From an optimization exercise on the open Yosys and OpenROAD flow, aimed at small area, a short achievable clock period and few clock cycles per item; shortcuts taken in it are not production practice.
The RTL was checked by simulation tests, not by an equivalence proof against the original design.
Power figures rest on the tool's default switching activity, not on a simulated workload.

==> design.v <==
package heap_layout_pkg;
  localparam int DATA_W = 16;
  localparam logic [DATA_W-1:0] BLOCK_HEADER_SIZE = 16'd8;
  localparam logic [DATA_W-1:0] MIN_ALLOC_SIZE    = 16'd16;
  localparam logic [DATA_W-1:0] LIST_HEAD_ADDR = 16'h0010;   
  localparam logic [DATA_W-1:0] HEAP_BASE      = 16'h0020;
  localparam logic [DATA_W-1:0] HEAP_BYTES     = 16'd256;
  localparam int STORE_DEPTH = 34;
  localparam int SLOT_SHIFT  = $clog2(BLOCK_HEADER_SIZE);
  localparam int SLOT_IDX_W  = $clog2(STORE_DEPTH);
  localparam int HEAP_SLOT   = (HEAP_BASE - LIST_HEAD_ADDR) / BLOCK_HEADER_SIZE;
  typedef struct packed {
    logic [DATA_W-1:0] addr;
    logic [DATA_W-1:0] size;
    logic [DATA_W-1:0] next_addr;   
  } header_t;
endpackage
package heap_bus_pkg;
  typedef enum logic [1:0] {
    LOAD            = 2'd0,
    WRITE_SIZE_NEXT = 2'd1,   
    WRITE_NEXT      = 2'd2    
  } store_op_e;
  typedef enum logic [3:0] {
    IDLE,
    SEARCH_WAIT,
    ALLOC_CHECK,
    FIT_WAIT,
    SPLIT_WAIT,
    FREE_CHECK,
    TARGET_WAIT,
    MERGE_CHECK,
    RIGHT_WAIT,
    MERGE_WRITE,
    MERGE_WAIT,
    LINK_WAIT,
    RESULT
  } seq_state_e;
  typedef enum logic [1:0] {
    NONE,
    LEFT,
    RIGHT,
    BOTH
  } free_merge_e;
endpackage
`timescale 1ns/1ps
module heap_sub8 (
  input  logic [7:0] a,
  input  logic [7:0] b,
  output logic [7:0] d
);
  logic [7:0] x, g0, p0, g1, p1, g2, p2, g3;
  assign x  = ~(a ^ b);
  assign g0 = (a & ~b) | {7'd0, (a[0] | ~b[0])};   
  assign p0 = a | ~b;
  for (genvar i = 0; i < 8; i++) begin : g_ks
    if (i >= 1) begin : g_1
      assign g1[i] = g0[i] | (p0[i] & g0[i-1]);
      assign p1[i] = p0[i] & p0[i-1];
    end else begin : g_1n
      assign g1[i] = g0[i];
      assign p1[i] = p0[i];
    end
    if (i >= 2) begin : g_2
      assign g2[i] = g1[i] | (p1[i] & g1[i-2]);
      assign p2[i] = p1[i] & p1[i-2];
    end else begin : g_2n
      assign g2[i] = g1[i];
      assign p2[i] = p1[i];
    end
    if (i >= 4) begin : g_3
      assign g3[i] = g2[i] | (p2[i] & g2[i-4]);
    end else begin : g_3n
      assign g3[i] = g2[i];
    end
  end
  assign d[0] = ~x[0];
  for (genvar i = 1; i < 8; i++) begin : g_sum
    assign d[i] = x[i] ^ g3[i-1];
  end
endmodule
module heap_ge3 (
  input  logic [7:0] a,
  input  logic [7:0] b,
  input  logic [7:0] c,
  output logic       ge
);
  logic [9:0] x, y, z, s, t, g, p;
  assign x = {2'b00, a};
  assign y = ~{2'b00, b};
  assign z = ~{2'b00, c};
  assign s = x ^ y ^ z;
  assign t = {((x[8:0] & y[8:0]) | (x[8:0] & z[8:0]) | (y[8:0] & z[8:0])), 1'b1};   
  always_comb begin
    g = s & t;
    p = s | t;
    g[0] = g[0] | p[0];   
    for (int d = 1; d < 10; d = d * 2) begin
      for (int i = 9; i >= d; i--) begin
        g[i] = g[i] | (p[i] & g[i-d]);
        p[i] = p[i] & p[i-d];
      end
    end
  end
  assign ge = ~(s[9] ^ t[9] ^ g[8]);
endmodule
module heap_add8 (
  input  logic [7:0] a,
  input  logic [7:0] b,
  output logic [7:0] s
);
  logic [7:0] x, g, p;
  assign x = a ^ b;
  always_comb begin
    g = a & b;
    p = a | b;
    for (int d = 1; d < 8; d = d * 2) begin
      for (int i = 7; i >= d; i--) begin
        g[i] = g[i] | (p[i] & g[i-d]);
        p[i] = p[i] & p[i-d];
      end
    end
  end
  assign s[0] = x[0];
  for (genvar i = 1; i < 8; i++) begin : g_sum
    assign s[i] = x[i] ^ g[i-1];
  end
endmodule
`timescale 1ns/1ps
module heap_alloc_top (
  input  logic        clk_i,
  input  logic        rst_ni,
  input  logic        req_valid_i,
  input  logic        req_is_alloc_i,
  input  logic [15:0] req_size_i,
  input  logic [15:0] req_addr_i,
  output logic        req_ready_o,
  output logic        res_valid_o,
  output logic [15:0] res_addr_o,
  input  logic        res_ready_i
);
  localparam int NS = 32;   
  localparam int NP = 16;   
  function automatic logic ge8(input logic [7:0] a, input logic [7:0] b);
    logic [7:0] g1, l1;
    logic [3:0] g2, l2;
    logic [1:0] g3, l3;
    logic       l4;
    g1 = a & ~b;
    l1 = ~a & b;
    for (int k = 0; k < 4; k++) begin
      g2[k] = g1[2*k+1] | (~l1[2*k+1] & g1[2*k]);
      l2[k] = l1[2*k+1] | (~g1[2*k+1] & l1[2*k]);
    end
    for (int k = 0; k < 2; k++) begin
      g3[k] = g2[2*k+1] | (~l2[2*k+1] & g2[2*k]);
      l3[k] = l2[2*k+1] | (~g2[2*k+1] & l2[2*k]);
    end
    l4  = l3[1] | (~g3[1] & l3[0]);
    ge8 = ~l4;
  endfunction
  function automatic logic lt5(input logic [4:0] a, input logic [4:0] b);
    logic g, l;
    g = 1'b0;
    l = 1'b0;
    for (int k = 4; k >= 0; k--) begin
      l = l | (~g & ~a[k] & b[k]);
      g = g | (~l & a[k] & ~b[k]);
    end
    lt5 = l;
  endfunction
  function automatic logic gt3(input logic [2:0] a, input logic [2:0] b);
    gt3 = (a[2] & ~b[2]) |
          ((a[2] | ~b[2]) & a[1] & ~b[1]) |
          ((a[2] | ~b[2]) & (a[1] | ~b[1]) & a[0] & ~b[0]);
  endfunction
  function automatic logic [NS-1:0] pre_or32(input logic [NS-1:0] x);
    logic [NS-1:0] y;
    y = x;
    for (int d = 1; d < NS; d = d * 2) begin
      for (int i = NS - 1; i >= d; i--) y[i] = y[i] | y[i-d];
    end
    pre_or32 = y;
  endfunction
  function automatic logic [NS-1:0] suf_or32(input logic [NS-1:0] x);
    logic [NS-1:0] y;
    y = x;
    for (int d = 1; d < NS; d = d * 2) begin
      for (int i = 0; i < NS - d; i++) y[i] = y[i] | y[i+d];
    end
    suf_or32 = y;
  endfunction
  function automatic logic [NP-1:0] pre_or16(input logic [NP-1:0] x);
    logic [NP-1:0] y;
    y = x;
    for (int d = 1; d < NP; d = d * 2) begin
      for (int i = NP - 1; i >= d; i--) y[i] = y[i] | y[i-d];
    end
    pre_or16 = y;
  endfunction
  logic       in_v_q, in_alloc_q;
  logic [7:0] in_n_q;    
  logic       go;
  logic [7:0] n_sat;
  logic [15:0] cmp_q;    
  logic [15:0] cmp_d;
  assign req_ready_o = ~in_v_q | go;
  assign n_sat       = (req_size_i > 16'd248) ? 8'hFF : req_size_i[7:0];
  always_ff @(posedge clk_i) begin
    if (!rst_ni) begin
      in_v_q <= 1'b0;
    end else begin
      in_v_q <= (req_valid_i & req_ready_o) | (in_v_q & ~go);
    end
  end
  always_ff @(posedge clk_i) begin
    if (req_valid_i & req_ready_o) begin
      in_alloc_q <= req_is_alloc_i;
      in_n_q     <= req_is_alloc_i ? n_sat : (req_addr_i[7:0] - 8'h20);
      cmp_q      <= cmp_d;
    end
  end
  logic [2:0] r;
  logic [8:0] n8;   
  assign r  = in_n_q[2:0];
  assign n8 = {in_n_q[7:3] + 6'd1, r};
  logic [NS-1:0] h_q, f_q;
  logic [2:0]    off_q [NS];
  logic [7:0]    sz_q  [NP];
  logic [NP-1:0] pf, pw, fitp, selp;
  logic [2:0]    offf [NP];
  logic          any;
  logic [NS-1:0] s1;
  always_comb begin
    logic [NP-1:0] seen;
    for (int k = 0; k < NP; k++) begin
      pf[k]   = f_q[2*k] | f_q[2*k+1];
      pw[k]   = f_q[2*k+1];
      offf[k] = pw[k] ? off_q[2*k+1] : off_q[2*k];
      fitp[k] = pf[k] & cmp_q[k];
    end
    seen = pre_or16(fitp);
    selp[0] = fitp[0];
    for (int k = 1; k < NP; k++) selp[k] = fitp[k] & ~seen[k-1];
    any = seen[NP-1];
    for (int k = 0; k < NP; k++) begin
      s1[2*k]   = selp[k] & ~pw[k];
      s1[2*k+1] = selp[k] & pw[k];
    end
  end
  logic [4:0]    a_slot;
  logic [NS-1:0] a_dec, a_lt, a_gt, pf_dec, nf_dec, e_dec;
  logic [NP-1:0] a_pdec, pf_pdec;
  logic          left, right, has_e;
  assign a_slot = in_n_q[7:3];
  always_comb begin
    logic [NS-1:0] xb, xa, sb, sa;
    for (int i = 0; i < NS; i++) begin
      a_dec[i] = (a_slot == 5'(i));
      a_gt[i]  = lt5(a_slot, 5'(i));
      a_lt[i]  = lt5(5'(i), a_slot);
    end
    xb = h_q & ~f_q & a_lt;   
    xa = h_q & ~f_q & a_gt;   
    sb = suf_or32(xb);
    sa = pre_or32(xa);
    pf_dec = f_q & a_lt & ~sb;
    nf_dec = f_q & a_gt & ~sa;
    e_dec[0] = xa[0];
    for (int i = 1; i < NS; i++) e_dec[i] = xa[i] & ~sa[i-1];
    has_e = sa[NS-1];
    left  = |pf_dec;
    right = |nf_dec;
    for (int k = 0; k < NP; k++) begin
      a_pdec[k]  = a_dec[2*k] | a_dec[2*k+1];
      pf_pdec[k] = pf_dec[2*k] | pf_dec[2*k+1];
    end
  end
  logic [7:0] e8;
  always_comb begin
    e8 = '0;
    for (int i = 1; i < NS; i++) e8 = e8 | ({8{e_dec[i]}} & {5'(i - 1), off_q[i]});
    if (!has_e) e8 = 8'd248;   
  end
  logic [7:0] s_sel, st, st_p;
  logic [2:0] o_sel;
  logic       w_sel;
  logic [3:0] k_sel;
  always_comb begin
    s_sel = '0;
    o_sel = '0;
    w_sel = 1'b0;
    k_sel = '0;
    st_p  = '0;
    for (int k = 0; k < NP; k++) begin
      s_sel = s_sel | ({8{selp[k]}} & sz_q[k]);
      o_sel = o_sel | ({3{selp[k]}} & offf[k]);
      w_sel = w_sel | (selp[k] & pw[k]);
      k_sel = k_sel | ({4{selp[k]}} & 4'(k));
      st_p  = st_p | ({8{pf_pdec[k]}} & {4'(k), pw[k], offf[k]});
    end
  end
  assign st = {k_sel, w_sel, o_sel};
  logic          split;
  logic [2:0]    rem_off;
  logic [7:0]    rem;
  logic [NS-1:0] rem_dec;
  logic [NP-1:0] rem_pdec;
  logic [5:0] q3;
  assign q3    = in_n_q[7:3] + 6'd3;   
  assign split = any & ~q3[5] & ge8(s_sel, {q3[4:0], r});
  assign rem_off = rem[2:0];
  heap_add8 rem_add_i (.a(st), .b(n8[7:0]), .s(rem));   
  always_comb begin
    for (int i = 0; i < NS; i++) rem_dec[i] = (rem[7:3] == 5'(i));
    for (int k = 0; k < NP; k++) rem_pdec[k] = rem_dec[2*k] | rem_dec[2*k+1];
  end
  logic [7:0] sub_a, sub_b, sz_wdata;
  assign sub_a    = in_alloc_q ? s_sel : e8;
  assign sub_b    = in_alloc_q ? n8[7:0] : (left ? st_p : in_n_q);
  heap_sub8 sub_i (.a(sub_a), .b(sub_b), .d(sz_wdata));
  logic       wr_ge;
  heap_ge3 wr_ge_i (.a(sub_a), .b(sub_b), .c(n_sat), .ge(wr_ge));
  always_comb begin
    for (int k = 0; k < NP; k++) cmp_d[k] = sz_we[k] ? wr_ge : ge8(sz_q[k], n_sat);
  end
  logic [NS-1:0] h_set, h_clr, f_set, f_clr;
  logic [NP-1:0] sz_we;
  always_comb begin
    for (int i = 0; i < NS; i++) begin
      h_set[i] = go & in_alloc_q & split & rem_dec[i];
      h_clr[i] = go & ~in_alloc_q & ((a_dec[i] & left) | nf_dec[i]);
      f_set[i] = h_set[i] | (go & ~in_alloc_q & a_dec[i] & ~left);
      f_clr[i] = (go & in_alloc_q & s1[i]) | (go & ~in_alloc_q & nf_dec[i]);
    end
    for (int k = 0; k < NP; k++) begin
      sz_we[k] = go & (in_alloc_q ? (split & rem_pdec[k]) : (left ? pf_pdec[k] : a_pdec[k]));
    end
  end
  for (genvar i = 0; i < NS; i++) begin : g_slot
    logic       h_r, f_r;
    logic [2:0] off_r;
    if (i == 0) begin : g_base
      assign h_r   = 1'b1;
      assign off_r = 3'd0;
    end else begin : g_hdr
      always_ff @(posedge clk_i) begin
        if (!rst_ni) begin
          h_r <= 1'b0;
        end else if (h_set[i]) begin
          h_r <= 1'b1;
        end else if (h_clr[i]) begin
          h_r <= 1'b0;
        end
      end
      always_ff @(posedge clk_i) begin
        if (h_set[i]) off_r <= rem_off;
      end
    end
    always_ff @(posedge clk_i) begin
      if (!rst_ni) begin
        f_r <= (i == 0);
      end else if (f_set[i]) begin
        f_r <= 1'b1;
      end else if (f_clr[i]) begin
        f_r <= 1'b0;
      end
    end
    assign h_q[i]   = h_r;
    assign f_q[i]   = f_r;
    assign off_q[i] = off_r;
  end
  for (genvar k = 0; k < NP; k++) begin : g_pair
    logic [7:0] sz_r;
    always_ff @(posedge clk_i) begin
      if (!rst_ni && k == 0) begin
        sz_r <= 8'd248;
      end else if (sz_we[k]) begin
        sz_r <= sz_wdata;
      end
    end
    assign sz_q[k] = sz_r;
  end
  logic       out_v_q;
  logic [8:0] out_addr_q;
  assign go          = in_v_q & (~out_v_q | res_ready_i);
  assign res_valid_o = out_v_q;
  assign res_addr_o  = {7'd0, out_addr_q};
  always_ff @(posedge clk_i) begin
    if (!rst_ni) begin
      out_v_q <= 1'b0;
    end else if (go) begin
      out_v_q <= 1'b1;
    end else if (res_ready_i) begin
      out_v_q <= 1'b0;
    end
  end
  always_ff @(posedge clk_i) begin
    if (go) out_addr_q <= (in_alloc_q & any) ? ({1'b0, st} + 9'h20) : 9'd0;
  end
endmodule
==> run.sh <==
#!/bin/bash
# synth_recipe.tcl (not shown) runs the flow's synth.tcl, then flattens the netlist and writes it again
# the make line also repeats each setting of config.mk as NAME=value (left out here)
make -C /OpenROAD-flow-scripts/flow DESIGN_CONFIG=/design/flow/config.mk WORK_HOME=/design/flow/orfs CLKGATE_MAP_FILE= SYNTH_SCRIPT=/design/flow/synth_recipe.tcl finish
==> config.mk <==
export PLATFORM = sky130hd
export DESIGN_NAME = heap_alloc_top
export DESIGN_NICKNAME = heap_alloc_top
export VERILOG_FILES = /design/flow/design.v
export SDC_FILE = /design/flow/constraint.sdc
export NUM_CORES = 4
export LEC_CHECK = 0
export CAP_MARGIN = 0
export CORE_MARGIN = 2
export CORE_UTILIZATION = 55
export SETUP_SLACK_MARGIN = 0.2
export SLEW_MARGIN = 0
export SYNTH_HIERARCHICAL = 1
export SYNTH_MINIMUM_KEEP_SIZE = 0
==> constraint.sdc <==
create_clock -name core_clock -period 6.0 [get_ports {clk_i}]
set_input_delay 1.2000 -clock core_clock [delete_from_list [all_inputs] [get_ports {clk_i}]]
set_output_delay 1.2000 -clock core_clock [all_outputs]
set_load 0.01 [all_outputs]
==> results by group, run 1 <==
Global route
  – Initial antenna violation count: 0
  – First-pass GRT wire length: 135,000 um
  – Congestion Overflow GR: 0
  – Vias in the first global route: 20.8k
  – Largest net degree at the start of global routing: 47
  – All-Layer GR Usage: 45.2%

Die
  – Row Count: 72
  – Chip width: 201 um
  – Core ar.: 38,500 um2
  – Die ar.: 40,300 um2
  – # IOs: 55
  – Initial Util: 55.4%
  – Chip Height: 201 um

STA
  – Slew headroom: 13.5%
  – Fin. Hold Viols: 0
  – Max Slew Vio Count: 0
  – Tightest Pin Transition: 1.30 ns
  – Fmax: 175 MHz
  – Final setup vio count: 0
  – RSZ-0062 raised after global routing: true
  – Setup TNS: 0 ns
  – Final Skew: 0.0336 ns
  – Final min period: 5.72 ns
  – Final worst path period share: 95.3%

Yosys
  – Yosys cell types: 119
  – Post-synthesis async set-or-reset flop share: 0%
  – Post-synthesis sequential area ratio: 41.7%
  – Cells after synthesis: 2,318
  – Total number of yosys warnings: 12
  – Synthesized area per cell: 9.19 um2
  – EDFF count, synth: 247
  – Synth Flop Type: edfxtp_1
  – Largest cells by area after synthesis: edfxtp_1, dfxtp_1, nor2_1
  – Post-synth top area cell: edfxtp_1
  – Share of the synthesized area in the top cell type: 34.8%
  – Mapped Area: 21,300 um2
  – FF+latch count, synth: 320

Hold path
  – Worst hold start: g_slot[12].h_r$_SDFFE_PN0P_
  – Hold/Removal Path Class: reg -> reg

Worst setup path
  – Max stage delay on crit path: 0.66 ns
  – Setup crit end: cmp_q[5]$_DFFE_PP_
  – Slowest CP cell: nor3_1
  – Crit end category: flip-flop
  – WP data required: 6.36 ns
  – Nature of the critical path startpoint: flip-flop
  – Reg2reg path depth: 19
  – RR Endpoint: cmp_q[5]$_DFFE_PP_
  – Crit path arrival time: 6.08 ns
  – Crit. Startpoint: g_slot[8].f_r$_SDFFE_PN0P_
  – R2R Path Start: g_slot[8].f_r$_SDFFE_PN0P_
  – Worst Path Class, Setup: reg -> reg
  – WP depth: 19
  – CP delay by family, top: compound AO/OA/AOI/OAI gates
  – Crit path max fanout: 11
  – Buf/Inv on CP: 3
  – Internal reg-to-reg setup slack: 0.28 ns
  – Worst-path cell chain: o21a_1 > buf_4 > nor3_1 > nand2_1 > o221ai_1 > nor4_1 > nand4_1 > inv_1 > ha_1 > nand2b_1 > a221oi_2 > nor4b_1 > a211o_1 > nand2b_1 > nor2_1 > a31oi_4 > buf_4 > o22ai_1 > mux2_4

Clock tree
  – # hold bufs at CTS: 0
  – CTS root buf: clkbuf_16
  – Insertion delay of the later-clocked pin in the worst-skew pair: 0.61 ns
  – Clock-pin slew on the worst setup and hold paths: 0.06 ns
  – Clock sinks: 320
  – H-tree levels: 2
  – Clock Tree Buf Depth: 3
  – Total CTS buffers: 37
  – TritonCTS clock tree: done

Layout
  – Fraction of layout cells with a size suffix above 1: 16.3%
  – Design area: 24,900 um2
  – FILL cells: 3,252
  – NumNets Final: 2,557
  – Most common cell after layout, fill and taps aside: edfxtp_1
  – Commonest cells after routing, fill and taps aside: edfxtp_1, nor2_1, buf_4, nand2_1, a21oi_1
  – Synth-to-layout area growth: 16.9%

Routing
  – Vias per std cell: 7.28
  – Remaining DRCs: 0
  – Post-route ant nets: 0
  – Routed WL per cell: 30.9 um
  – DRT Pass-1 Iters: 8
  – Vias: 22.0k
  – Final WL: 93,500 um
  – Initial DRC Count: 4,013

Placed design
  – Placed Area: 23,300 um2
  – Gpl congestion: 1.09
  – Detail Placement HPWL: 71,200 um
  – Port Buf Inserts: 39

Power
  – Pwr Density: 222 nW/um2
  – Worst VDD drop: 0.268 mV
  – Pleak: 8.76 nW

Run
  – Max Cap Violations: 0

Run status
  – Status: complete, no violations
power by group:
group,internal (mW),switching (mW)
clock network,1.32,1.00
logic,0.229,0.509
registers,2.46,0.0169
metal layers:
metal	part of all wire (%)	global-route usage, %
met1	37	59.0
met2	42	65.8
met3	15	16.9
met4	6.0	22.6
met5	0.13	2.74
state kept, by name, summed over array words and instances, names as in the netlist:
register / count
cmp_q: 16
g_pair.sz_r: 128
g_slot.f_r: 32
g_slot.h_r: 31
g_slot.off_r: 93
in_alloc_q: 1
in_n_q: 8
in_v_q: 1
out_addr_q: 9
out_v_q: 1
worst reg2reg max path: cells and delay by family, from the launching register on:
kind,cells,cell delay (ns)
AO/OA/AOI/OAI,6,2.06
buffers and inverters,3,0.54
adder cells (fa/ha/maj),1,0.21
multiplexers,1,0.36
flip-flops,1,0.43
AND/OR/NAND/NOR,8,1.87
Yosys stat by module (local to each module, per instance):
| module | flip-flops and latches | cells inside | area (um2) | copies in the design |
|---|---|---|---|---|
| heap_add8 | 0 | 62 | 469 | 1 |
| heap_alloc_top | 320 | 2161 | 20100 | 1 |
| heap_ge3 | 0 | 31 | 284 | 1 |
| heap_sub8 | 0 | 64 | 452 | 1 |
cell usage after synthesis, drive strengths merged (13+ instances only):
library cell,n
a2111oi,16
and3,28
dfxtp,73
o211ai,29
edfxtp,247
nor4,33
clkbuf,73
o21ai,136
a221oi,19
ha,35
nor2b,37
o21a,24
a21oi,143
mux2i,38
and2,26
o221ai,24
a211oi,24
o22ai,52
o2111ai,22
or2,14
mux2,28
nand3,79
nor2,229
nand2b,43
nand4,44
a22oi,20
a31oi,39
nand2,196
nor3,75
buf,71
a221o,13
a32oi,22
o31ai,15
maj3,34
inv,97
or3,15
final cells by class:
type / count / area [um2] / share of cell area [%]
Clock buffer: 49 / 991 / 3.98
Inverter: 100 / 380 / 1.53
Sequential cell: 320 / 8880 / 35.7
Multi-Input combinational cell: 1760 / 11600 / 46.8
Antenna cell: 1 / 2.50 / 0.0100
Timing Repair Buffer: 257 / 2110 / 8.46
Tap cell: 518 / 648 / 2.60
Clock inverter: 18 / 253 / 1.01
stage by stage:
stage | hold WS, ns | setup WS (ns) | total power [mW] | utilization [%] | cells
5_1_grt | 0.499 | 0.177 | 5.65 | 64.7 | 3022
3_5_place_dp | 0.466 | 0.00851 | 3.19 | 60.6 | 2942
4_1_cts | 0.474 | 0.234 | 5.47 | 64.0 | 3015
6_report | 0.478 | 0.279 | 5.53 | 64.7 | 3023
2_1_floorplan | 0.443 | 0.799 | 2.87 | - | 2324
3_3_place_gp | 0.460 | 0.0629 | 3.17 | 60.6 | 2942
repair_timing:
action / in CTS / in global routing
cloned: 0 / 1
resized for setup: 1 / 51
buffers inserted: 6 / 6
endpoints found under the setup margin: 12 / 286
hold endpoints to repair: 0 / 0
pin swaps: 0 / 10
cell families after synthesis:
family / synth area share, %
compound gates: 24.2
mux: 3.28
other cells: 0.0176
buf+inv: 4.93
fa+ha+maj: 4.53
simple gates: 20.7
xor+xnor: 0.699
flops: 41.7
how the worst min path moves through the flow:
stage	depth (start not counted)	to	slack [ns]
2_1_floorplan	2	g_slot[12].h_r$_SDFFE_PN0P_	0.44
3_3_place_gp	2	g_slot[18].h_r$_SDFFE_PN0P_	0.46
3_5_place_dp	2	g_slot[18].h_r$_SDFFE_PN0P_	0.47
4_1_cts	2	g_slot[18].h_r$_SDFFE_PN0P_	0.47
5_1_grt	2	g_slot[12].h_r$_SDFFE_PN0P_	0.50
6_report	2	g_slot[12].h_r$_SDFFE_PN0P_	0.48
Testbench counts, summed over its fixed seeds: cycles 8,016, ops 8,000.
==> run 2, diff against run 1 <==
--- a/config.mk
+++ b/config.mk
@@ -9,5 +9,5 @@
 export CORE_MARGIN = 2
 export CORE_UTILIZATION = 55
-export SETUP_SLACK_MARGIN = 0.2
+export SETUP_SLACK_MARGIN = 0.6
 export SLEW_MARGIN = 0
 export SYNTH_HIERARCHICAL = 1
==> results by group, run 2 <==
STA
  – Fin. Hold Viols: 0
  – Final worst path period share: 91.5%
  – Setup TNS: 0 ns
  – Max Slew Vio Count: 0
  – Final Skew: 0.0363 ns
  – Final min period: 5.49 ns
  – Final setup vio count: 0
  – RSZ-0062 raised after global routing: true
  – Slew headroom: 23.4%
  – Tightest Pin Transition: 1.15 ns
  – Fmax: 182 MHz

Routing
  – Post-Route M1 WL: 34,900 um
  – Met3 WL post-DR: 15,000 um
  – Routed WL per cell: 31.2 um
  – Routed met2 length: 39,700 um
  – Vias: 22.4k
  – Vias per std cell: 7.30
  – Top sig layer: met5
  – DRT Pass-1 Iters: 9
  – Remaining DRCs: 0
  – Final WL: 95,800 um
  – Initial DRC Count: 4,216
  – Post-route ant nets: 0

Die
  – Die ar.: 40,300 um2
  – Chip Height: 201 um
  – Core ar.: 38,500 um2
  – Initial Util: 55.4%
  – Chip width: 201 um
  – # IOs: 55
  – Row Count: 72

Yosys
  – Mux share of post-synthesis cell area: 3.28%
  – Mapped Area: 21,300 um2
  – Yosys cell types: 119
  – EDFF count, synth: 247
  – Post-synthesis async set-or-reset flop share: 0%
  – Largest cells by area after synthesis: edfxtp_1, dfxtp_1, nor2_1
  – Synthesized area per cell: 9.19 um2
  – Xor/xnor share of the synthesized area: 0.699%
  – Share of the synthesized area in the top cell type: 34.8%
  – FF+latch count, synth: 320
  – Top cells by count, synth: edfxtp_1, nor2_1, nand2_1
  – Post-synthesis sequential area ratio: 41.7%
  – Count leader, synth: edfxtp_1
  – Largest family of logic cells by synthesized area: compound AO/OA/AOI/OAI gates
  – Total number of yosys warnings: 12
  – Synth Area in Simple Gates: 20.7%
  – Synth Flop Type: edfxtp_1
  – Post-Synth Adder-Cell Area: 4.53%
  – Compound-Gate Fraction of Synth Area: 24.2%
  – Post-synth top area cell: edfxtp_1
  – Cells after synthesis: 2,318

Clock tree
  – # hold bufs at CTS: 0
  – Total CTS buffers: 37
  – Insertion delay of the later-clocked pin in the worst-skew pair: 0.62 ns
  – Clock sinks: 320
  – H-tree levels: 2
  – Clock-pin slew on the worst setup and hold paths: 0.06 ns
  – TritonCTS clock tree: done
  – CTS root buf: clkbuf_16
  – Clock Tree Buf Depth: 3

Worst setup path
  – WP data required: 6.37 ns
  – Crit. Startpoint: g_slot[3].f_r$_SDFFE_PN0P_
  – Worst Path Class, Setup: reg -> reg
  – RR Endpoint: cmp_q[5]$_DFFE_PP_
  – Crit path arrival time: 5.86 ns
  – Setup crit end: cmp_q[5]$_DFFE_PP_
  – Crit path max fanout: 10
  – R2R Path Start: g_slot[3].f_r$_SDFFE_PN0P_
  – Crit end category: flip-flop
  – Reg2reg path depth: 17
  – Internal reg-to-reg setup slack: 0.51 ns
  – Nature of the critical path startpoint: flip-flop

Global route
  – Vias in the first global route: 20.8k
  – First-pass GRT wire length: 135,000 um
  – Initial antenna violation count: 1
  – Congestion Overflow GR: 0
  – Largest net degree at the start of global routing: 41
  – All-Layer GR Usage: 45.5%

Run
  – Max Cap Violations: 0

Layout
  – Top flop regs: g_pair.sz_r (128), g_slot.off_r (93), g_slot.f_r (32)
  – Synth-to-layout area growth: 22.4%
  – Max FFs per register: 128
  – Most common cell after layout, fill and taps aside: edfxtp_1
  – Most flops, register: g_pair.sz_r
  – Fraction of layout cells with a size suffix above 1: 21.9%
  – Commonest cells after routing, fill and taps aside: edfxtp_1, buf_4, nor2_1, nand2_1, a21oi_1
  – Design area: 26,100 um2
  – NumNets Final: 2,602

Placed design
  – Gpl congestion: 1.09
  – Detail Placement HPWL: 71,200 um
  – Placed Area: 23,300 um2
  – Port Buf Inserts: 39

Run status
  – Status: complete, no violations

Power
  – Pwr Density: 216 nW/um2
  – Pleak: 9.18 nW
  – Worst VDD drop: 0.268 mV

Hold path
  – Hold/Removal Path Class: reg -> reg
==> run 2: area by class of cell <==
cell class / count / area (um2)
repair buffers: 302 / 2590
diodes: 3 / 7.51
fillers: 3091 / 12400
inverters: 100 / 385
well taps: 518 / 648
clock inverters: 18 / 253
flip-flops and latches: 320 / 8880
multi-input cells: 1760 / 12300
clock buffers: 49 / 991
==> run 2: metrics by stage <==
step / std cells / hold WS (ns) / setup WS, ns / power (mW) / util (%)
after detailed placement: 2942 / 0.466 / 0.00851 / 3.19 / 60.6
after global placement: 2942 / 0.460 / 0.0629 / 3.17 / 60.6
after floorplan: 2324 / 0.443 / 0.799 / 2.87 / -
after CTS: 3025 / 0.474 / 0.555 / 5.50 / 64.8
after global routing: 3067 / 0.499 / 0.437 / 5.76 / 67.8
final: 3070 / 0.478 / 0.507 / 5.65 / 67.8
==> run 2: logic make-up after synthesis <==
family / Yosys count
buffers and inverters: 244
adder cells (fa/ha/maj): 78
multiplexers: 66
flip-flops: 320
AND/OR/NAND/NOR: 865
AO/OA/AOI/OAI: 727
other: 1
XOR/XNOR: 17
==> run 2: worst min path at each step <==
| stage | slack [ns] | to | depth (start not counted) | startpoint |
|---|---|---|---|---|
| 5_1_grt | 0.50 | g_slot[12].h_r$_SDFFE_PN0P_ | 2 | g_slot[12].h_r$_SDFFE_PN0P_ |
| 6_report | 0.48 | g_slot[12].h_r$_SDFFE_PN0P_ | 2 | g_slot[12].h_r$_SDFFE_PN0P_ |
| 3_3_place_gp | 0.46 | g_slot[18].h_r$_SDFFE_PN0P_ | 2 | g_slot[18].h_r$_SDFFE_PN0P_ |
| 3_5_place_dp | 0.47 | g_slot[18].h_r$_SDFFE_PN0P_ | 2 | g_slot[18].h_r$_SDFFE_PN0P_ |
| 2_1_floorplan | 0.44 | g_slot[12].h_r$_SDFFE_PN0P_ | 2 | g_slot[12].h_r$_SDFFE_PN0P_ |
| 4_1_cts | 0.47 | g_slot[18].h_r$_SDFFE_PN0P_ | 2 | g_slot[18].h_r$_SDFFE_PN0P_ |
==> run 2: worst max-delay path: stages (launching register included) <==
cell and delay, ns:
dfxtp_1 0.44, buf_4 0.25, mux2_2 0.40, a222oi_1 0.51, o221ai_2 0.29, nor4_1 0.28
nand4_1 0.21, ha_1 0.33, or2b_1 0.27, o311ai_4 0.09, or3b_4 0.46, xor2_4 0.25
nand2b_1 0.20, nor4_2 0.07, a31oi_4 0.41, buf_6 0.24, o22ai_2 0.15, mux2_4 0.35
==> run 2: modules after synthesis, one instance, submodules excluded <==
| module | cells | times used | flip-flops and latches |
|---|---|---|---|
| heap_add8 | 62 | 1 | 0 |
| heap_ge3 | 31 | 1 | 0 |
| heap_sub8 | 64 | 1 | 0 |
| heap_alloc_top | 2161 | 1 | 320 |
==> run 2: metal layers <==
| layer | vias to the layer above | global-route usage [%] |
|---|---|---|
| met5 | - | 2.86 |
| met4 | 5 | 23.5 |
| met3 | 454 | 16.9 |
| met2 | 1910 | 66.0 |
| met1 | 10700 | 59.2 |
| li1 | 9333 | - |
==> run 2: report_power, final <==
| part | leakage [nW] | internal, mW | switching [mW] |
|---|---|---|---|
| sequential | 2.83 | 2.46 | 0.0179 |
| combinational | 5.77 | 0.283 | 0.559 |
| clock | 0.582 | 1.32 | 1.01 |
| total | 9.18 | 4.06 | 1.58 |
==> run 2: timing repair <==
action | in CTS | in global routing
buffers inserted | 15 | 38
cloned | 1 | 4
resized for setup | 41 | 178
endpoints found under the setup margin | 308 | 333
pin swaps | 10 | 50
==> run 3, diff against run 2 <==
--- a/design.v
+++ b/design.v
@@ -179,14 +179,16 @@
     y = x;
     for (int d = 1; d < NS; d = d * 2) begin
-      for (int i = NS - 1; i >= d; i--) y[i] = y[i] | y[i-d];
+      for (int i = 2 * d - 1; i < NS; i += 2 * d) y[i] = y[i] | y[i-d];
+    end
+    for (int d = NS / 4; d >= 1; d = d / 2) begin
+      for (int i = 3 * d - 1; i < NS; i += 2 * d) y[i] = y[i] | y[i-d];
     end
     pre_or32 = y;
   endfunction
   function automatic logic [NS-1:0] suf_or32(input logic [NS-1:0] x);
-    logic [NS-1:0] y;
-    y = x;
-    for (int d = 1; d < NS; d = d * 2) begin
-      for (int i = 0; i < NS - d; i++) y[i] = y[i] | y[i+d];
-    end
+    logic [NS-1:0] y, z;
+    for (int i = 0; i < NS; i++) z[i] = x[NS-1-i];
+    z = pre_or32(z);
+    for (int i = 0; i < NS; i++) y[i] = z[NS-1-i];
     suf_or32 = y;
   endfunction
--- a/config.mk
+++ b/config.mk
@@ -9,5 +9,5 @@
 export CORE_MARGIN = 2
 export CORE_UTILIZATION = 55
-export SETUP_SLACK_MARGIN = 0.6
+export SETUP_SLACK_MARGIN = 0.2
 export SLEW_MARGIN = 0
 export SYNTH_HIERARCHICAL = 1
==> results by group, run 3 <==
Run status
  – Status: complete, but fails checks
  – Layout Check Failures: max-capacitance violations, max-slew violations

Yosys
  – Yosys cell types: 112
  – Top cells by count, synth: edfxtp_1, nand2_1, nor2_1
  – Total number of yosys warnings: 12
  – Post-synthesis sequential area ratio: 42.1%
  – Post-synth top area cell: edfxtp_1
  – Post-synthesis async set-or-reset flop share: 0%
  – Synthesized area per cell: 9.36 um2
  – Largest cells by area after synthesis: edfxtp_1, dfxtp_1, nand2_1
  – Synth Flop Type: edfxtp_1
  – FF+latch count, synth: 320
  – Share of the synthesized area in the top cell type: 35.2%
  – Mapped Area: 21,100 um2
  – Count leader, synth: edfxtp_1
  – Cells after synthesis: 2,251
  – EDFF count, synth: 247

Routing
  – Post-route ant nets: 0
  – DRT Pass-1 Iters: 9
  – Remaining DRCs: 0
  – Vias: 22.7k
  – Final WL: 100,000 um
  – Initial DRC Count: 4,138
  – Routed WL per cell: 33.0 um
  – Vias per std cell: 7.48

Clock tree
  – Clock-pin slew on the worst setup and hold paths: 0.06 ns
  – TritonCTS clock tree: done
  – Clock sinks: 320
  – H-tree levels: 2
  – Clock Tree Buf Depth: 3
  – # hold bufs at CTS: 0
  – Total CTS buffers: 36
  – Insertion delay of the later-clocked pin in the worst-skew pair: 0.60 ns
  – CTS root buf: clkbuf_16

Layout
  – Top flop regs: g_pair.sz_r (128), g_slot.off_r (93), g_slot.f_r (32)
  – Most common cell after layout, fill and taps aside: buf_4
  – Commonest cells after routing, fill and taps aside: buf_4, edfxtp_1, nand2_1, nor2_1, o21ai_0
  – Most flops, register: g_pair.sz_r
  – NumNets Final: 2,574
  – Fraction of layout cells with a size suffix above 1: 18.6%
  – Max FFs per register: 128
  – Synth-to-layout area growth: 19.7%
  – Cell Count, Final, Fillers Out: 3,034

Die
  – Die ar.: 39,900 um2
  – # IOs: 55
  – Chip width: 200 um
  – Core ar.: 37,700 um2
  – Chip Height: 200 um
  – Initial Util: 56.0%
  – Row Count: 71

Worst setup path
  – WP data required: 6.48 ns
  – Crit end category: flip-flop
  – Internal reg-to-reg setup slack: 0.16 ns
  – Crit path arrival time: 6.32 ns
  – RR Endpoint: g_slot[23].f_r$_SDFFE_PN0P_
  – Worst Path Class, Setup: reg -> reg
  – Crit path max fanout: 9
  – Nature of the critical path startpoint: flip-flop
  – R2R Path Start: g_slot[8].f_r$_SDFFE_PN0P_
  – Reg2reg path depth: 20

STA
  – Fin. Hold Viols: 0
  – Final worst path period share: 97.4%
  – Final Skew: 0.0320 ns
  – RSZ-0062 raised after global routing: true
  – Tightest Pin Transition: 1.51 ns
  – Slew headroom: -0.514%
  – Final setup vio count: 0
  – Setup TNS: 0 ns
  – Final min period: 5.84 ns
  – Fmax: 171 MHz
  – Max Slew Vio Count: 32

Global route
  – First-pass GRT wire length: 143,000 um
  – Initial antenna violation count: 4
  – Congestion Overflow GR: 0
  – All-Layer GR Usage: 50.1%
  – Largest net degree at the start of global routing: 54
  – Vias in the first global route: 21.5k

Run
  – Max Cap Violations: 1

Power
  – Comb power frac: 14.7%
  – Pint: 3.93 mW
  – Pleak: 8.98 nW
  – Worst VDD drop: 0.292 mV
  – Reg power frac: 45.0%
  – Sw frac: 28.6%
  – Sw Pwr: 1.57 mW
  – Clk pwr share: 40.3%
  – Pwr Density: 218 nW/um2

Hold path
  – Hold/Removal Path Class: reg -> reg
  – Hold worst-path end: g_slot[31].h_r$_SDFFE_PN0P_
  – Hold Path Stages: 2
  – Worst hold start: g_slot[31].h_r$_SDFFE_PN0P_

Placed design
  – Placed cell count: 2,965
  – Port Buf Inserts: 39
  – Gpl congestion: 1.13
  – Detail Placement HPWL: 75,900 um
## run 3: cell types whose count changed in the layout (fill, tap and decap cells not counted), moves of 16 or more
cell / before / now
a21oi_1: 134 / 116
a22oi_1: 18 / 40
buf_4: 233 / 275
buf_6: 18 / 0
inv_1: 90 / 107
maj3_1: 28 / 59
nor2_1: 205 / 155
nor4_1: 19 / 35
o21a_1: 21 / 54
o21ai_0: 108 / 130
o31ai_1: 12 / 37
## run 3: per-stage QoR
stage	power [mW]	util, %	worst slack (ns)	hold slack (ns)	area, um2
final	5.50	67.0	0.157	0.484	25200
after global routing	5.57	66.9	0.164	0.505	25200
after CTS	5.44	66.6	0.254	0.479	25100
after detailed placement	3.28	63.5	0.113	0.469	23900
after global placement	3.26	63.5	0.210	0.463	23900
after floorplan	2.88	-	0.544	0.446	21100
## run 3: layer usage
metal / GRT usage, % / vias up / share of wire (%)
li1: - / 9248 / -
met1: 61.3 / 10600 / 34
met4: 36.2 / 4 / 8.9
met2: 73.7 / 2213 / 41
met3: 17.4 / 597 / 15
met5: 1.11 / - / 0.072
## run 3: worst max path at each step
stage,start,end,slack (ns),depth (start not counted)
after floorplan,g_slot[13].f_r$_SDFFE_PN0P_,cmp_q[9]$_DFFE_PP_,0.54,18
after global placement,g_slot[5].f_r$_SDFFE_PN0P_,cmp_q[4]$_DFFE_PP_,0.21,20
after detailed placement,g_slot[5].f_r$_SDFFE_PN0P_,g_slot[14].f_r$_SDFFE_PN0P_,0.11,16
after CTS,g_slot[5].f_r$_SDFFE_PN0P_,cmp_q[14]$_DFFE_PP_,0.25,20
after global routing,g_slot[10].f_r$_SDFFE_PN0P_,g_slot[23].f_r$_SDFFE_PN0P_,0.16,17
final,g_slot[8].f_r$_SDFFE_PN0P_,g_slot[23].f_r$_SDFFE_PN0P_,0.16,20
## run 3: power by group through the flow
| stage | clock [mW] | sequential [mW] | combinational [mW] |
|---|---|---|---|
| finish | 2.22 | 2.47 | 0.811 |
| global route | 2.28 | 2.47 | 0.822 |
| CTS | 2.20 | 2.47 | 0.761 |
| detailed placement | 0 | 2.52 | 0.755 |
| global placement | 0 | 2.52 | 0.742 |
| floorplan | 0 | 2.52 | 0.360 |
## run 3: final cells by class
| type | count | area (um2) |
|---|---|---|
| fillers | 3008 | 12400 |
| well taps | 511 | 639 |
| clock buffers | 49 | 990 |
| multi-input cells | 1699 | 11400 |
| repair buffers | 326 | 2690 |
| clock inverters | 17 | 154 |
| diodes | 2 | 5.00 |
| flip-flops and latches | 320 | 8880 |
| inverters | 110 | 413 |
## run 3: critical path, cell delays in order, from the launching register on
cell	delay [ns]
dfxtp_1	0.42
o21ai_4	0.30
nand4_4	0.17
buf_4	0.23
or4_4	0.59
nor2_1	0.33
a22oi_1	0.17
o211a_1	0.15
nand3_1	0.11
ha_1	0.28
fa_1	0.34
nand2b_1	0.11
a21oi_1	0.16
nor2_1	0.07
xnor2_1	0.71
buf_4	0.24
nand2_1	0.13
buf_4	0.26
nor4_1	0.47
buf_4	0.23
o21a_1	0.26
## run 3: per-module statistics from Yosys, one instance, submodules excluded
| module | flops+latches | cell area [um2] | times used |
|---|---|---|---|
| heap_sub8 | 0 | 452 | 1 |
| heap_add8 | 0 | 469 | 1 |
| heap_ge3 | 0 | 284 | 1 |
| heap_alloc_top | 320 | 19900 | 1 |
## run 3: kinds of logic (layout without fill, tap and decap cells)
family                   Yosys count  in the layout  share of synthesized area (%)
AND/OR/NAND/NOR                  760            760                           18.5
AO/OA/AOI/OAI                    742            742                           24.7
flip-flops                       320            320                           42.1
buffers and inverters            238            502                           4.67
adder cells (fa/ha/maj)          105            105                           5.84
multiplexers                      69             69                           3.47
XOR/XNOR                          16             16                          0.665
other                              1              9                         0.0178
## run 3: repair_timing
item,4_1_cts,5_1_grt
gates resized for setup,2,29
pin swaps,0,1
cloned,0,0
endpoints found under the setup margin,12,209
hold endpoints to repair,0,0
buffers inserted,0,1
Testbench counts of run 3, summed over its fixed seeds: cycles 8,016, ops 8,000.
==> run 4, diff against run 3 <==
--- a/config.mk
+++ b/config.mk
@@ -6,9 +6,9 @@
 export NUM_CORES = 4
 export LEC_CHECK = 0
-export CAP_MARGIN = 0
+export CAP_MARGIN = 20
 export CORE_MARGIN = 2
 export CORE_UTILIZATION = 55
 export SETUP_SLACK_MARGIN = 0.2
-export SLEW_MARGIN = 0
+export SLEW_MARGIN = 20
 export SYNTH_HIERARCHICAL = 1
 export SYNTH_MINIMUM_KEEP_SIZE = 0
==> results by group, run 4 <==
Layout
  – Max FFs per register: 128
  – Cell Count, Final, Fillers Out: 3,033
  – Most flops, register: g_pair.sz_r
  – Most common cell after layout, fill and taps aside: buf_4
  – Fraction of layout cells with a size suffix above 1: 18.8%
  – FILL cells: 2,980
  – Synth-to-layout area growth: 20.0%
  – Design area: 25,300 um2
  – Commonest cells after routing, fill and taps aside: buf_4, edfxtp_1, nand2_1, nor2_1, o21ai_0
  – Util after Layout: 67.1%
  – NumNets Final: 2,574
  – Top flop regs: g_pair.sz_r (128), g_slot.off_r (93), g_slot.f_r (32)

Routing
  – Vias: 22.5k
  – Post-route ant nets: 0
  – Post-Route M1 WL: 34,900 um
  – Met3 WL post-DR: 14,600 um
  – Top sig layer: met5
  – Final WL: 99,200 um
  – Vias per std cell: 7.41
  – Routed met2 length: 40,400 um
  – Remaining DRCs: 0
  – Routed WL per cell: 32.7 um
  – Initial DRC Count: 4,318
  – DRT Pass-1 Iters: 8

Yosys
  – Mapped Area: 21,100 um2
  – Top cells by count, synth: edfxtp_1, nand2_1, nor2_1
  – FF+latch count, synth: 320
  – Cells after synthesis: 2,251
  – Post-synthesis async set-or-reset flop share: 0%
  – Largest cells by area after synthesis: edfxtp_1, dfxtp_1, nand2_1
  – EDFF count, synth: 247
  – Synth Flop Type: edfxtp_1
  – Post-synthesis sequential area ratio: 42.1%
  – Post-synth top area cell: edfxtp_1
  – Share of the synthesized area in the top cell type: 35.2%
  – Count leader, synth: edfxtp_1
  – Synthesized area per cell: 9.36 um2
  – Yosys cell types: 112
  – Total number of yosys warnings: 12

Hold path
  – Worst hold start: g_slot[31].h_r$_SDFFE_PN0P_
  – Hold Path Stages: 2
  – Hold/Removal Path Class: reg -> reg

Power
  – Clk pwr share: 41.3%
  – Worst VDD drop: 0.294 mV
  – Reg power frac: 44.2%
  – Pint: 4.03 mW
  – Comb power frac: 14.5%
  – Sw frac: 27.9%
  – Pleak: 9.01 nW
  – Pwr Density: 221 nW/um2
  – Total power: 5.59 mW
  – Sw Pwr: 1.56 mW

Worst setup path
  – Crit. Startpoint: g_slot[22].f_r$_SDFFE_PN0P_
  – Nature of the critical path startpoint: flip-flop
  – Setup crit end: g_slot[23].f_r$_SDFFE_PN0P_
  – RR Endpoint: g_slot[23].f_r$_SDFFE_PN0P_
  – Crit path arrival time: 6.28 ns
  – Reg2reg path depth: 19
  – Crit path max fanout: 8
  – Crit end category: flip-flop
  – Worst Path Class, Setup: reg -> reg
  – R2R Path Start: g_slot[22].f_r$_SDFFE_PN0P_
  – Internal reg-to-reg setup slack: 0.20 ns
  – WP data required: 6.48 ns

Clock tree
  – H-tree levels: 2
  – Clock sinks: 320
  – # hold bufs at CTS: 0
  – Clock Tree Buf Depth: 3
  – CTS root buf: clkbuf_16
  – TritonCTS clock tree: done
  – Total CTS buffers: 36
  – Insertion delay of the later-clocked pin in the worst-skew pair: 0.59 ns
  – Clock-pin slew on the worst setup and hold paths: 0.07 ns

STA
  – Slew headroom: 29.5%
  – Final worst path period share: 96.7%
  – Max Slew Vio Count: 0
  – Setup TNS: 0 ns
  – Final setup vio count: 0
  – Tightest Pin Transition: 1.06 ns
  – Fmax: 172 MHz
  – RSZ-0062 raised after global routing: false
  – Final min period: 5.80 ns
  – Final Skew: 0.0261 ns
  – Fin. Hold Viols: 0

Global route
  – Congestion Overflow GR: 0
  – Initial antenna violation count: 1
  – Vias in the first global route: 21.4k
  – All-Layer GR Usage: 49.8%
  – Largest net degree at the start of global routing: 54
  – First-pass GRT wire length: 142,000 um

Run
  – Max Cap Violations: 0

Run status
  – Status: complete, no violations

Die
  – Core ar.: 37,700 um2
  – Row Count: 71
  – # IOs: 55
  – Chip Height: 200 um
  – Chip width: 200 um
  – Initial Util: 56.0%
  – Die ar.: 39,900 um2

Placed design
  – Detail Placement HPWL: 75,900 um
  – Placed cell count: 2,965
  – Port Buf Inserts: 39
  – Gpl congestion: 1.13
  – Placed Area: 23,900 um2
## run 4: power by group through the flow
| stage | clock network, mW | logic, mW | registers, mW |
|---|---|---|---|
| 2_1_floorplan | 0 | 0.360 | 2.52 |
| 3_3_place_gp | 0 | 0.742 | 2.52 |
| 3_5_place_dp | 0 | 0.756 | 2.52 |
| 4_1_cts | 2.30 | 0.761 | 2.47 |
| 5_1_grt | 2.38 | 0.821 | 2.47 |
| 6_report | 2.31 | 0.808 | 2.47 |
## run 4: area by class of cell
type                    instances  area, um2  area share (%)
repair buffers                326       2690            10.6
flip-flops and latches        320       8880            35.1
clock inverters                20        243           0.960
well taps                     511        639            2.53
clock buffers                  45        955            3.77
diodes                          2       5.00          0.0198
multi-input cells            1699      11500            45.3
inverters                     110        413            1.63
## run 4: per-module statistics from Yosys, one instance, submodules excluded
module | flip-flops and latches | times used
heap_sub8 | 0 | 1
heap_ge3 | 0 | 1
heap_add8 | 0 | 1
heap_alloc_top | 320 | 1
## run 4: worst min path at each step
stage | end | slack [ns]
finish | g_slot[31].h_r$_SDFFE_PN0P_ | 0.48
global route | g_slot[31].h_r$_SDFFE_PN0P_ | 0.50
CTS | g_slot[31].h_r$_SDFFE_PN0P_ | 0.48
detailed placement | g_slot[31].h_r$_SDFFE_PN0P_ | 0.47
global placement | g_slot[31].h_r$_SDFFE_PN0P_ | 0.46
floorplan | g_slot[31].h_r$_SDFFE_PN0P_ | 0.45
## run 4: timing repair
| item | 4_1_cts | 5_1_grt |
|---|---|---|
| setup buffers | 0 | 1 |
| pin swaps | 0 | 0 |
| endpoints found under the setup margin | 5 | 265 |
| gates resized for setup | 2 | 34 |
## run 4: metrics by stage
step	worst slack (ns)	hold WS, ns
after detailed placement	0.166	0.466
after floorplan	0.544	0.446
after CTS	0.278	0.476
after global placement	0.210	0.463
final	0.195	0.483
after global routing	0.215	0.496
## run 4: critical path, stage by stage, from the launching register on
cell and delay, ns:
dfxtp_1 0.41, o21ai_1 0.46, nand4_1 0.29, or4_4 0.60
nor2_1 0.29, a22oi_1 0.15, o211a_1 0.14, nand3_1 0.10
ha_2 0.24, fa_1 0.32, nand2b_1 0.11, a21oi_1 0.16
nor2_1 0.07, xnor2_1 0.71, buf_4 0.25, nand2_1 0.13
buf_4 0.26, nor4_1 0.47, buf_4 0.23, o21a_1 0.30
## run 4: cell families (layout without fill, tap and decap cells)
logic type | after synthesis | after routing | share of synthesized area, %
buf+inv | 238 | 501 | 4.67
flops | 320 | 320 | 42.1
other cells | 1 | 9 | 0.0178
compound gates | 742 | 742 | 24.7
simple gates | 760 | 760 | 18.5
xor+xnor | 16 | 16 | 0.665
mux | 69 | 69 | 3.47
fa+ha+maj | 105 | 105 | 5.84
## run 4: per-layer routing
layer,vias up,global-route usage [%]
li1,9241,-
met4,2,35.6
met5,-,1.23
met3,591,15.9
met2,2179,73.3
met1,10500,62.0

-- port drivers added, routing unchanged --
The results above use ideal ports. As a check the final layouts listed here were re-extracted and re-timed, cells and wires unchanged. Step 1 sets driving cells, clkbuf_16 on the clock port and buf_2 on the other inputs (assumed; they add their load-dependent delay and slew). Step 2, shift: input delay + t, output delay - t, t = (earliest + latest rising clock arrival at the registers) / 2. This alone moves slack from input paths to output paths. Slacks: no drivers / after step 1 / after step 2; pairs: no drivers / after step 1.
run | shift t [ns] | setup WS [ns] | hold WS [ns] | worst setup path after step 2 | clock arrival spread, ns
run 1 | 0.650 | 0.279 / 0.279 / 0.279 | 0.478 / 0.478 / 0.478 | register to register | 0.033 / 0.034
run 2 | 0.659 | 0.507 / 0.507 / 0.407 | 0.478 / 0.478 / 0.478 | input to register | 0.036 / 0.037
run 3 | 0.641 | 0.157 / 0.157 / 0.157 | 0.484 / 0.484 / 0.484 | register to register | 0.032 / 0.032
run 4 | 0.637 | 0.195 / 0.195 / 0.195 | 0.483 / 0.483 / 0.483 | register to register | 0.026 / 0.026
The setup slack of run 2, which loses most, moves by 0.000 ns with the drivers and by -0.100 ns with both steps.
